This is an optimization exercise on Yosys and OpenROAD, whose aim is small area, a short achievable clock period and few clock cycles per item, not a production implementation. Only simulation tests tie the RTL to the original design; equivalence was not proved.

==> flow/design.v, too long to show whole: its modules and the start of the top module <==
// module cordic_iter: 1119 lines
module cordic_iter (
  input  logic        i_clk,
  input  logic        i_rst,
  input  logic        i_valid,
  output logic        o_ready,
  input  logic        i_mode,
  input  logic [23:0] i_x,
  input  logic [23:0] i_y,
  input  logic [23:0] i_theta,
  output logic        o_valid,
  input  logic        i_ready,
  output logic [23:0] o_a,
  output logic [23:0] o_b,
  output logic [23:0] o_z
);
  // ...
==> flow/flow/run.sh <==
#!/bin/bash
# Standard layout, with repair_timing asked to leave more setup slack than the
# 10 ns clock needs, so the achieved period comes out shorter.
set -euo pipefail
export SETUP_SLACK_MARGIN=${MARGIN:-6.4}
bash standard.sh > standard_flow.log 2>&1
==> flow/standard.sh <==
#!/bin/bash
# synth_recipe.tcl (not shown) runs the flow's synth.tcl, then flattens the netlist and writes it again
# the make line also repeats each setting of config.mk as NAME=value (left out here)
make -C /OpenROAD-flow-scripts/flow DESIGN_CONFIG=/design/flow/config.mk WORK_HOME=/design/flow/orfs CLKGATE_MAP_FILE= SYNTH_SCRIPT=/design/flow/synth_recipe.tcl "${@:-finish}"
==> flow/config.mk <==
export PLATFORM = sky130hd
export DESIGN_NAME = cordic_iter
export DESIGN_NICKNAME = cordic_iter
export VERILOG_FILES = /design/flow/design.v
export SDC_FILE = /design/flow/constraint.sdc
export NUM_CORES = 4
export LEC_CHECK = 0
export CAP_MARGIN = 20
export CORE_MARGIN = 2
export CORE_UTILIZATION = 60
export CTS_BUF_LIST = sky130_fd_sc_hd__clkbuf_4 sky130_fd_sc_hd__clkbuf_8
export PLACE_DENSITY = 0.72
export SLEW_MARGIN = 20
==> flow/constraint.sdc <==
create_clock -name core_clock -period 10.0 [get_ports {i_clk}]
set_input_delay 2.0000 -clock core_clock [delete_from_list [all_inputs] [get_ports {i_clk}]]
set_output_delay 2.0000 -clock core_clock [all_outputs]
set_load 0.01 [all_outputs]
==> metrics.cfg, run 1 <==
[finish]
fin_nets=10300
syn_to_final_growth_pct=18.4
n_all_buffers=730
design.seq.count=1204

[critical_path]
end_kind=flop
slowest_delay_ns=0.51
cp_data_arrival_time_ns=5.21
crit_cells=20
critPathRequiredTime_ns=10.71

[route]
wirelength_um=241000
ant_nets=0
vias_per_cell=6.01
wl_met2_um=113000
drtPass1Iterations=6

[yosys]
synth_top_cell_by_area=edfxtp_1
synth_area_per_cell_um2=10.6
yosys-mux-area-fraction_pct=0.629
ys_ff_latch=1204
synth_ff_type=edfxtp_1
yosysMostFrequentCell=edfxtp_1
synth_commonest_cells=edfxtp_1 (1123), ha_1 (850), xnor2_1 (759)
seq_area_frac_synth_pct=39.9
async_flop_share_pct=0

[timing]
fin_hold_ws_ns=0.408

[floorplan]
row_count=141
coreArea_um2=147000
dieArea_um2=151000

[clock_network]
postCtsSetupBuffers=261
cts_hold_buffers=0

[grt]
grt_busiest_layer=met2
grt_pass1_wl_um=360000
grt_util_met1_pct=40.7
antenna_found_initial=3

[placement]
portBuffers=150
pre_cts_ws_ns=4.43
placedInstanceArea_um2=92200

[run_status]
outcome=no timing/DRC/antenna violations

[hold_path]
hp-class=reg2reg

Testbench counts, summed over its fixed seeds: cycles 1,424, items 1,280.
==> run 2: changes to the inputs <==
--- a/flow/design.v
+++ b/flow/design.v
@@ -15,19 +15,231 @@
 );
   logic en;
   logic skid_v;
   logic rdy_q;    
   assign en = ~skid_v;
   assign o_ready = rdy_q;
   logic        v0, m0, f1_0, f2_0;
   logic [23:0] a0, b0;
+  logic i_lx_o0_1;
+  assign i_lx_o0_1 = i_x[1] | i_x[0];
+  logic i_lx_o0_3;
+  assign i_lx_o0_3 = i_x[3] | i_x[2];
+  logic i_lx_o0_5;
+  assign i_lx_o0_5 = i_x[5] | i_x[4];
+  logic i_lx_o0_7;
+  assign i_lx_o0_7 = i_x[7] | i_x[6];
+  logic i_lx_o0_9;
+  assign i_lx_o0_9 = i_x[9] | i_x[8];
+  logic i_lx_o0_11;
+  assign i_lx_o0_11 = i_x[11] | i_x[10];
+  logic i_lx_o0_13;
+  assign i_lx_o0_13 = i_x[13] | i_x[12];
+  logic i_lx_o0_15;
+  assign i_lx_o0_15 = i_x[15] | i_x[14];
+  logic i_lx_o0_17;
+  assign i_lx_o0_17 = i_x[17] | i_x[16];
+  logic i_lx_o0_19;
+  assign i_lx_o0_19 = i_x[19] | i_x[18];
+  logic i_lx_o0_21;
+  assign i_lx_o0_21 = i_x[21] | i_x[20];
+  logic i_lx_o0_23;
+  assign i_lx_o0_23 = i_x[23] | i_x[22];
+  logic i_lx_o1_2;
+  assign i_lx_o1_2 = i_x[2] | i_lx_o0_1;
+  logic i_lx_o1_3;
+  assign i_lx_o1_3 = i_lx_o0_3 | i_lx_o0_1;
+  logic i_lx_o1_6;
+  assign i_lx_o1_6 = i_x[6] | i_lx_o0_5;
+  logic i_lx_o1_7;
+  assign i_lx_o1_7 = i_lx_o0_7 | i_lx_o0_5;
+  logic i_lx_o1_10;
+  assign i_lx_o1_10 = i_x[10] | i_lx_o0_9;
+  logic i_lx_o1_11;
+  assign i_lx_o1_11 = i_lx_o0_11 | i_lx_o0_9;
+  logic i_lx_o1_14;
+  assign i_lx_o1_14 = i_x[14] | i_lx_o0_13;
+  logic i_lx_o1_15;
+  assign i_lx_o1_15 = i_lx_o0_15 | i_lx_o0_13;
+  logic i_lx_o1_18;
+  assign i_lx_o1_18 = i_x[18] | i_lx_o0_17;
+  logic i_lx_o1_19;
+  assign i_lx_o1_19 = i_lx_o0_19 | i_lx_o0_17;
+  logic i_lx_o1_22;
+  assign i_lx_o1_22 = i_x[22] | i_lx_o0_21;
+  logic i_lx_o1_23;
+  assign i_lx_o1_23 = i_lx_o0_23 | i_lx_o0_21;
+  logic i_lx_o2_4;
+  assign i_lx_o2_4 = i_x[4] | i_lx_o1_3;
+  logic i_lx_o2_5;
+  assign i_lx_o2_5 = i_lx_o0_5 | i_lx_o1_3;
+  logic i_lx_o2_6;
+  assign i_lx_o2_6 = i_lx_o1_6 | i_lx_o1_3;
+  logic i_lx_o2_7;
+  assign i_lx_o2_7 = i_lx_o1_7 | i_lx_o1_3;
+  logic i_lx_o2_12;
+  assign i_lx_o2_12 = i_x[12] | i_lx_o1_11;
+  logic i_lx_o2_13;
+  assign i_lx_o2_13 = i_lx_o0_13 | i_lx_o1_11;
+  logic i_lx_o2_14;
+  assign i_lx_o2_14 = i_lx_o1_14 | i_lx_o1_11;
+  logic i_lx_o2_15;
+  assign i_lx_o2_15 = i_lx_o1_15 | i_lx_o1_11;
+  logic i_lx_o2_20;
+  assign i_lx_o2_20 = i_x[20] | i_lx_o1_19;
+  logic i_lx_o2_21;
+  assign i_lx_o2_21 = i_lx_o0_21 | i_lx_o1_19;
+  logic i_lx_o2_22;
+  assign i_lx_o2_22 = i_lx_o1_22 | i_lx_o1_19;
+  logic i_lx_o2_23;
+  assign i_lx_o2_23 = i_lx_o1_23 | i_lx_o1_19;
+  logic i_lx_o3_8;
+  assign i_lx_o3_8 = i_x[8] | i_lx_o2_7;
+  logic i_lx_o3_9;
+  assign i_lx_o3_9 = i_lx_o0_9 | i_lx_o2_7;
+  logic i_lx_o3_10;
+  assign i_lx_o3_10 = i_lx_o1_10 | i_lx_o2_7;
+  logic i_lx_o3_11;
+  assign i_lx_o3_11 = i_lx_o1_11 | i_lx_o2_7;
+  logic i_lx_o3_12;
+  assign i_lx_o3_12 = i_lx_o2_12 | i_lx_o2_7;
+  logic i_lx_o3_13;
+  assign i_lx_o3_13 = i_lx_o2_13 | i_lx_o2_7;
+  logic i_lx_o3_14;
+  assign i_lx_o3_14 = i_lx_o2_14 | i_lx_o2_7;
+  logic i_lx_o3_15;
+  assign i_lx_o3_15 = i_lx_o2_15 | i_lx_o2_7;
+  logic i_lx_o4_16;
+  assign i_lx_o4_16 = i_x[16] | i_lx_o3_15;
+  logic i_lx_o4_17;
+  assign i_lx_o4_17 = i_lx_o0_17 | i_lx_o3_15;
+  logic i_lx_o4_18;
+  assign i_lx_o4_18 = i_lx_o1_18 | i_lx_o3_15;
+  logic i_lx_o4_19;
+  assign i_lx_o4_19 = i_lx_o1_19 | i_lx_o3_15;
+  logic i_lx_o4_20;
+  assign i_lx_o4_20 = i_lx_o2_20 | i_lx_o3_15;
+  logic i_lx_o4_21;
+  assign i_lx_o4_21 = i_lx_o2_21 | i_lx_o3_15;
+  logic i_lx_o4_22;
+  assign i_lx_o4_22 = i_lx_o2_22 | i_lx_o3_15;
+  logic i_lx_o4_23;
+  assign i_lx_o4_23 = i_lx_o2_23 | i_lx_o3_15;
+  logic [23:0] i_lx;
+  assign i_lx = {i_lx_o4_22, i_lx_o4_21, i_lx_o4_20, i_lx_o4_19, i_lx_o4_18, i_lx_o4_17, i_lx_o4_16, i_lx_o3_15, i_lx_o3_14, i_lx_o3_13, i_lx_o3_12, i_lx_o3_11, i_lx_o3_10, i_lx_o3_9, i_lx_o3_8, i_lx_o2_7, i_lx_o2_6, i_lx_o2_5, i_lx_o2_4, i_lx_o1_3, i_lx_o1_2, i_lx_o0_1, i_x[0], 1'b0};
+  logic i_ly_o0_1;
+  assign i_ly_o0_1 = i_y[1] | i_y[0];
+  logic i_ly_o0_3;
+  assign i_ly_o0_3 = i_y[3] | i_y[2];
+  logic i_ly_o0_5;
+  assign i_ly_o0_5 = i_y[5] | i_y[4];
+  logic i_ly_o0_7;
+  assign i_ly_o0_7 = i_y[7] | i_y[6];
+  logic i_ly_o0_9;
+  assign i_ly_o0_9 = i_y[9] | i_y[8];
+  logic i_ly_o0_11;
+  assign i_ly_o0_11 = i_y[11] | i_y[10];
+  logic i_ly_o0_13;
+  assign i_ly_o0_13 = i_y[13] | i_y[12];
+  logic i_ly_o0_15;
+  assign i_ly_o0_15 = i_y[15] | i_y[14];
+  logic i_ly_o0_17;
+  assign i_ly_o0_17 = i_y[17] | i_y[16];
+  logic i_ly_o0_19;
+  assign i_ly_o0_19 = i_y[19] | i_y[18];
+  logic i_ly_o0_21;
+  assign i_ly_o0_21 = i_y[21] | i_y[20];
+  logic i_ly_o0_23;
+  assign i_ly_o0_23 = i_y[23] | i_y[22];
+  logic i_ly_o1_2;
+  assign i_ly_o1_2 = i_y[2] | i_ly_o0_1;
+  logic i_ly_o1_3;
+  assign i_ly_o1_3 = i_ly_o0_3 | i_ly_o0_1;
+  logic i_ly_o1_6;
+  assign i_ly_o1_6 = i_y[6] | i_ly_o0_5;
+  logic i_ly_o1_7;
+  assign i_ly_o1_7 = i_ly_o0_7 | i_ly_o0_5;
+  logic i_ly_o1_10;
+  assign i_ly_o1_10 = i_y[10] | i_ly_o0_9;
+  logic i_ly_o1_11;
+  assign i_ly_o1_11 = i_ly_o0_11 | i_ly_o0_9;
+  logic i_ly_o1_14;
+  assign i_ly_o1_14 = i_y[14] | i_ly_o0_13;
+  logic i_ly_o1_15;
+  assign i_ly_o1_15 = i_ly_o0_15 | i_ly_o0_13;
+  logic i_ly_o1_18;
+  assign i_ly_o1_18 = i_y[18] | i_ly_o0_17;
+  logic i_ly_o1_19;
+  assign i_ly_o1_19 = i_ly_o0_19 | i_ly_o0_17;
+  logic i_ly_o1_22;
+  assign i_ly_o1_22 = i_y[22] | i_ly_o0_21;
+  logic i_ly_o1_23;
+  assign i_ly_o1_23 = i_ly_o0_23 | i_ly_o0_21;
+  logic i_ly_o2_4;
+  assign i_ly_o2_4 = i_y[4] | i_ly_o1_3;
+  logic i_ly_o2_5;
+  assign i_ly_o2_5 = i_ly_o0_5 | i_ly_o1_3;
+  logic i_ly_o2_6;
+  assign i_ly_o2_6 = i_ly_o1_6 | i_ly_o1_3;
+  logic i_ly_o2_7;
+  assign i_ly_o2_7 = i_ly_o1_7 | i_ly_o1_3;
+  logic i_ly_o2_12;
+  assign i_ly_o2_12 = i_y[12] | i_ly_o1_11;
+  logic i_ly_o2_13;
+  assign i_ly_o2_13 = i_ly_o0_13 | i_ly_o1_11;
+  logic i_ly_o2_14;
+  assign i_ly_o2_14 = i_ly_o1_14 | i_ly_o1_11;
+  logic i_ly_o2_15;
+  assign i_ly_o2_15 = i_ly_o1_15 | i_ly_o1_11;
+  logic i_ly_o2_20;
+  assign i_ly_o2_20 = i_y[20] | i_ly_o1_19;
+  logic i_ly_o2_21;
+  assign i_ly_o2_21 = i_ly_o0_21 | i_ly_o1_19;
+  logic i_ly_o2_22;
+  assign i_ly_o2_22 = i_ly_o1_22 | i_ly_o1_19;
+  logic i_ly_o2_23;
+  assign i_ly_o2_23 = i_ly_o1_23 | i_ly_o1_19;
+  logic i_ly_o3_8;
+  assign i_ly_o3_8 = i_y[8] | i_ly_o2_7;
+  logic i_ly_o3_9;
+  assign i_ly_o3_9 = i_ly_o0_9 | i_ly_o2_7;
+  logic i_ly_o3_10;
+  assign i_ly_o3_10 = i_ly_o1_10 | i_ly_o2_7;
+  logic i_ly_o3_11;
+  assign i_ly_o3_11 = i_ly_o1_11 | i_ly_o2_7;
+  logic i_ly_o3_12;
+  assign i_ly_o3_12 = i_ly_o2_12 | i_ly_o2_7;
+  logic i_ly_o3_13;
+  assign i_ly_o3_13 = i_ly_o2_13 | i_ly_o2_7;
+  logic i_ly_o3_14;
+  assign i_ly_o3_14 = i_ly_o2_14 | i_ly_o2_7;
+  logic i_ly_o3_15;
+  assign i_ly_o3_15 = i_ly_o2_15 | i_ly_o2_7;
+  logic i_ly_o4_16;
+  assign i_ly_o4_16 = i_y[16] | i_ly_o3_15;
+  logic i_ly_o4_17;
+  assign i_ly_o4_17 = i_ly_o0_17 | i_ly_o3_15;
+  logic i_ly_o4_18;
+  assign i_ly_o4_18 = i_ly_o1_18 | i_ly_o3_15;
+  logic i_ly_o4_19;
+  assign i_ly_o4_19 = i_ly_o1_19 | i_ly_o3_15;
+  logic i_ly_o4_20;
+  assign i_ly_o4_20 = i_ly_o2_20 | i_ly_o3_15;
+  logic i_ly_o4_21;
+  assign i_ly_o4_21 = i_ly_o2_21 | i_ly_o3_15;
+  logic i_ly_o4_22;
+  assign i_ly_o4_22 = i_ly_o2_22 | i_ly_o3_15;
+  logic i_ly_o4_23;
+  assign i_ly_o4_23 = i_ly_o2_23 | i_ly_o3_15;
+  logic [23:0] i_ly;
+  assign i_ly = {i_ly_o4_22, i_ly_o4_21, i_ly_o4_20, i_ly_o4_19, i_ly_o4_18, i_ly_o4_17, i_ly_o4_16, i_ly_o3_15, i_ly_o3_14, i_ly_o3_13, i_ly_o3_12, i_ly_o3_11, i_ly_o3_10, i_ly_o3_9, i_ly_o3_8, i_ly_o2_7, i_ly_o2_6, i_ly_o2_5, i_ly_o2_4, i_ly_o1_3, i_ly_o1_2, i_ly_o0_1, i_y[0], 1'b0};
   logic [23:0] i_nx, i_ny;
-  assign i_nx = -i_x;
-  assign i_ny = -i_y;
+  assign i_nx = i_x ^ i_lx;    
+  assign i_ny = i_y ^ i_ly;    
   always_ff @(posedge i_clk) begin
     if (i_rst) v0 <= 1'b0;
     else if (en) v0 <= i_valid;
     if (en) begin
       m0   <= i_mode;
       a0   <= i_mode ? (i_x[23] ? i_nx : i_x) : i_theta;
       b0   <= i_y[23] ? i_ny : i_y;
       f1_0 <= i_mode ? i_x[23] : ($signed(i_theta) > 24'sd102944);
@@ -1041,29 +1253,33 @@
     (zk == 7'd120) ? 19'hc0e7 :
     (zk == 7'd121) ? 19'h72ec7 :
     (zk == 7'd122) ? 19'h25307 :
     (zk == 7'd123) ? 19'h59ca7 :
     (zk == 7'd124) ? 19'h1ae4b :
     (zk == 7'd125) ? 19'h1c2b :
     (zk == 7'd126) ? 19'h3406b :
     19'h68a0b;
-  assign zv = zt + {7'd0, z_15[7], z_15[8], z_15[9], z_15[10], z_15[11], z_15[12], z_15[13], z_15[14], z_15[15], dr_15, 2'b00};
+  logic [9:0] zq;
+  assign zq = m_15 ? {z_15[7], z_15[8], z_15[9], z_15[10], z_15[11], z_15[12], z_15[13], z_15[14], z_15[15], dr_15} : 10'd0;
+  assign zv = zt;
   logic [1:0] zr16;
   assign zr16 = z_15[1:0] + (dr_15 ? 2'd2 : 2'd2);
   logic        v_m, m_m, zf_m, ca_m, cb_m;
   logic [25:0] sa_m, ka_m;
   logic [17:0] sb_m, kb_m;
   logic signed [18:0] z_m;
+  logic [9:0] zq_m;
   always_ff @(posedge i_clk) begin
     if (i_rst) v_m <= 1'b0;
     else if (en) v_m <= v_15;
     if (en) begin
       m_m  <= m_15;
       zf_m <= m_15 && (x_15 == '0);    
+      zq_m <= zq;
       z_m  <= m_15 ? zv : {{17{zr16[1]}}, zr16};
       sa_m <= ma_s3_0[41:16];
       ka_m <= ma_c3_0[41:16];
       ca_m <= ma_cg3_0;
       sb_m <= mb_s3_0[33:16];
       kb_m <= mb_c3_0[33:16];
       cb_m <= mb_cg3_0;
     end
@@ -1076,17 +1292,17 @@
   assign sa = sa_m + ka_m + 26'(ca_m);
   assign qb = sb_m + kb_m + 18'(cb_m);
   always_comb begin
     if (sa > 26'sd8388607) r_a = 24'h7fffff;
     else if (sa < -26'sd8388608) r_a = 24'h800000;
     else r_a = sa[23:0];
   end
   assign r_b = m_m ? 18'd0 : qb[17:0];
-  assign r_z = zf_m ? 19'd0 : z_m;
+  assign r_z = zf_m ? 19'd0 : z_m + {7'd0, zq_m, 2'b00};
   logic [60:0] res, out_q, skid_q;
   logic        out_v;
   logic        take;
   assign res  = {r_a, r_b, r_z};
   assign take = out_v & i_ready;
   logic skid_d, out_vd;
   always_comb begin
     skid_d = skid_v;
==> run 2 against run 1 <==
Net effect: first-iteration DRC count is 1.3% higher; register-to-register slack improved by 0.64 ns; critical endpoint is now b0[22].
==> metrics.cfg, run 2 <==
[run_status]
outcome=no timing/DRC/antenna violations

[timing]
finalSetupViolations=0
fin_setup_tns_ns=0
worst_slew_pin_slew_ns=1.05
maxSlewViolCount=0
grt_setup_unrepaired=true
period_needed_ns=3.97
fmaxAchievable_mhz=252
fin_hold_ws_ns=0.415  ; +0.00660 ns
max-slew-margin-rel_pct=29.8
fin_crit_sh_pct=39.7
clock_skew_ns=0.0548
hold_viol_final=0

[yosys]
ys_ff_latch=1214  ; +0.83%
ys_warn_count=1
synth_commonest_cells=edfxtp_1 (1133), ha_1 (858), xnor2_1 (766)
async_flop_share_pct=0  ; unchanged
synth.area.top_cells=edfxtp_1 (38%), ha_1 (12%), xnor2_1 (7.5%), fa_1 (6.0%), xor2_1 (4.3%)
yosys-mux-area-fraction_pct=0.634  ; +0.0048 points
synth-simple-area-share_pct=11.4
syn_nets=9816
synth_xor_xnor_area_share_pct=11.8
synth_area_per_cell_um2=10.4  ; -1.4%
synth_top_family_by_area=adder cells
synthAdderAreaFrac_pct=17.9
yosysMostFrequentCell=edfxtp_1
synth_top_cell_by_area=edfxtp_1
synth_area_um2=90000
synth_edf_count=1133
synth.distinct_cells=99
synthCells=8613
seq_area_frac_synth_pct=39.6  ; -0.24 points
synth_ff_type=edfxtp_1
synth_top_area_share_pct=37.8
synth-compound-area-share_pct=15.4

[floorplan]
dieArea_um2=153000  ; +1.5%
coreArea_um2=149000  ; +1.6%
fp.dieW_um=391
die_h_um=391
start_util_pct=60.2
pin_count=151
row_count=142  ; +0.71%

[finish]
mostFrequentLayoutCells=edfxtp_1 (1133), ha_1 (833), xnor2_1 (757)
syn_to_final_growth_pct=15.1
fin_nets=10300  ; +0.55%
layout_commonest_cell=edfxtp_1
largestRegisters=out_q (61), skid_q (61)
drive_above_1_share_pct=13.6

[route]
drc=0
drtPass1Iterations=7  ; +1
ant_nets=0  ; unchanged
vias_per_cell=5.99  ; -0.33%
post_drt_wl_per_cell_um=20.8
wirelength_um=235000  ; -2.1%
first_iter_violations=5832
vias=67900

[clock_network]
numCtsBuffers=207
cts_hold_buffers=0  ; unchanged
cts_tree=built
clock_sinks=1214
clock_path_buffers=3
clkTransAtPathRegs_ns=0.06
cts_root_buffer=clkbuf_8
clkLatencyLatePin_ns=0.98
cts_max_level=4

[placement]
place.gp.congestion=0.935
hpwl_um=171000
portBuffers=150  ; unchanged

[grt]
track_usage_pct=29.9
grt_pass1_vias=65300
globalRouteOverflowTotal=0
antenna_found_initial=3  ; unchanged
grt_start_max_net_pins=173
grt_pass1_wl_um=360000  ; +0.11%

[critical_path]
cp_data_arrival_time_ns=4.68  ; -0.53 ns
critical_path.startpoint=i_y[0]
critPathLaunchType=input pin
reg2reg_from=dr_1
critPathRequiredTime_ns=10.71  ; about the same
critPathKind=in2reg
critPathMaxFanout=4
end_kind=flop

[hold_path]
hp-class=reg2reg
hold_start=z_13[13]

[job]
drv_cap=0

==> run 2: cell count changes in the layout (fill, tap and decap cells not counted), moves of 28 or more <==
cell and change:
inv_1 -34, a21o_1 -46, a211oi_1 +28, xor2_1 -42
a21oi_1 +67, o21ai_2 -28, nor2_1 +129, o21a_1 +34
a21oi_2 -49, xnor2_1 +30, o21ai_0 +106, buf_4 -142
==> run 2: through the flow <==
step	instance area, um2	instances	worst slack [ns]	utilization, %
CTS	101000	11200	5.89	67.4
detailed placement	93800	10600	4.53	62.7
floorplan	90000	8613	5.35	-
finish	104000	11300	6.03	69.3
global route	104000	11300	5.98	69.3
global placement	93700	10600	4.57	62.7
==> run 2: cells by family after synthesis <==
group / Yosys count
compound gates: 2127
xor+xnor: 1208
fa+ha+maj: 1128
buf+inv: 761
flops: 1214
mux: 55
simple gates: 2120
==> run 2: final timing paths <==
kind                    to  slack, ns  cells after the start
setup / recovery    b0[22]       6.03                     13
hold / removal    z_14[13]       0.41                      0
setup reg to reg      dr_2       6.14                     13
hold reg to reg   z_14[13]       0.41                      0
==> run 2: timing repair <==
item	in CTS	in global routing
buffers inserted	130	152
gates resized for setup	657	299
pin swaps	75	165
endpoints found under the setup margin	439	239
cloned	14	11
==> run 2: cell type report <==
type                            instances  area [um2]
Timing Repair Buffer                  512        4760
Clock inverter                        122        1380
Timing Repair inverter                  3        22.5
Tap cell                             2016        2520
Fill cell                           11200       45900
Antenna cell                            3        7.51
Multi-Input combinational cell       6640       53500
Inverter                              566        2290
Clock buffer                          264        3340
Sequential cell                      1214       35700
==> run 2: critical path, cell delays in order <==
cell      delay (ns)
buf_12          0.11
inv_12          0.04
ha_4            0.12
nor3b_4         0.25
nand3b_4        0.10
or4_4           0.44
or2_4           0.25
or4_4           0.44
nor3_4          0.19
nand2_2         0.09
or3_4           0.38
o31ai_4         0.18
xnor2_1         0.08
==> run 2: metal layers <==
layer | wire length [um] | share of wire (%) | vias to the layer above | GRT usage [%]
met5 | 10 | 0.0042 | - | 0
met4 | 7910 | 3.4 | 2 | 10.2
met3 | 13900 | 5.9 | 454 | 4.03
met2 | 111000 | 47 | 2234 | 48.3
met1 | 103000 | 44 | 32800 | 41.5
li1 | - | - | 32400 | -
Testbench counts of run 2, summed over its fixed seeds: cycles 1,424, items 1,280.

## static timing again, ports no longer ideal
No port has a modelled driver above. Below, the same layouts with a new extraction and two added sets of constraints. Step 1 sets driving cells, clkbuf_16 on the clock port and buf_2 on the other inputs (assumed; they add their load-dependent delay and slew). Step 2 adds t to the input delays and takes it off the output delays; t is the mean of the earliest and latest rising clock arrival at the registers after step 1. Input paths then give back, and output paths get back, about the clock's delay inside the block. Three values: ideal, step 1, step 2; two values: the first two.
run	t (ns)	slack for setup (ns)	worst setup path after step 2	pins driven straight from the clock port
run 1	1.031	5.502 / 5.502 / 5.434	input to register	1
run 2	1.030	6.033 / 6.062 / 5.031	input to register	1
After both steps setup and hold are still met in every run listed. The setup slack of run 2, which loses most, moves by +0.029 ns with the drivers and by -1.002 ns with both steps.
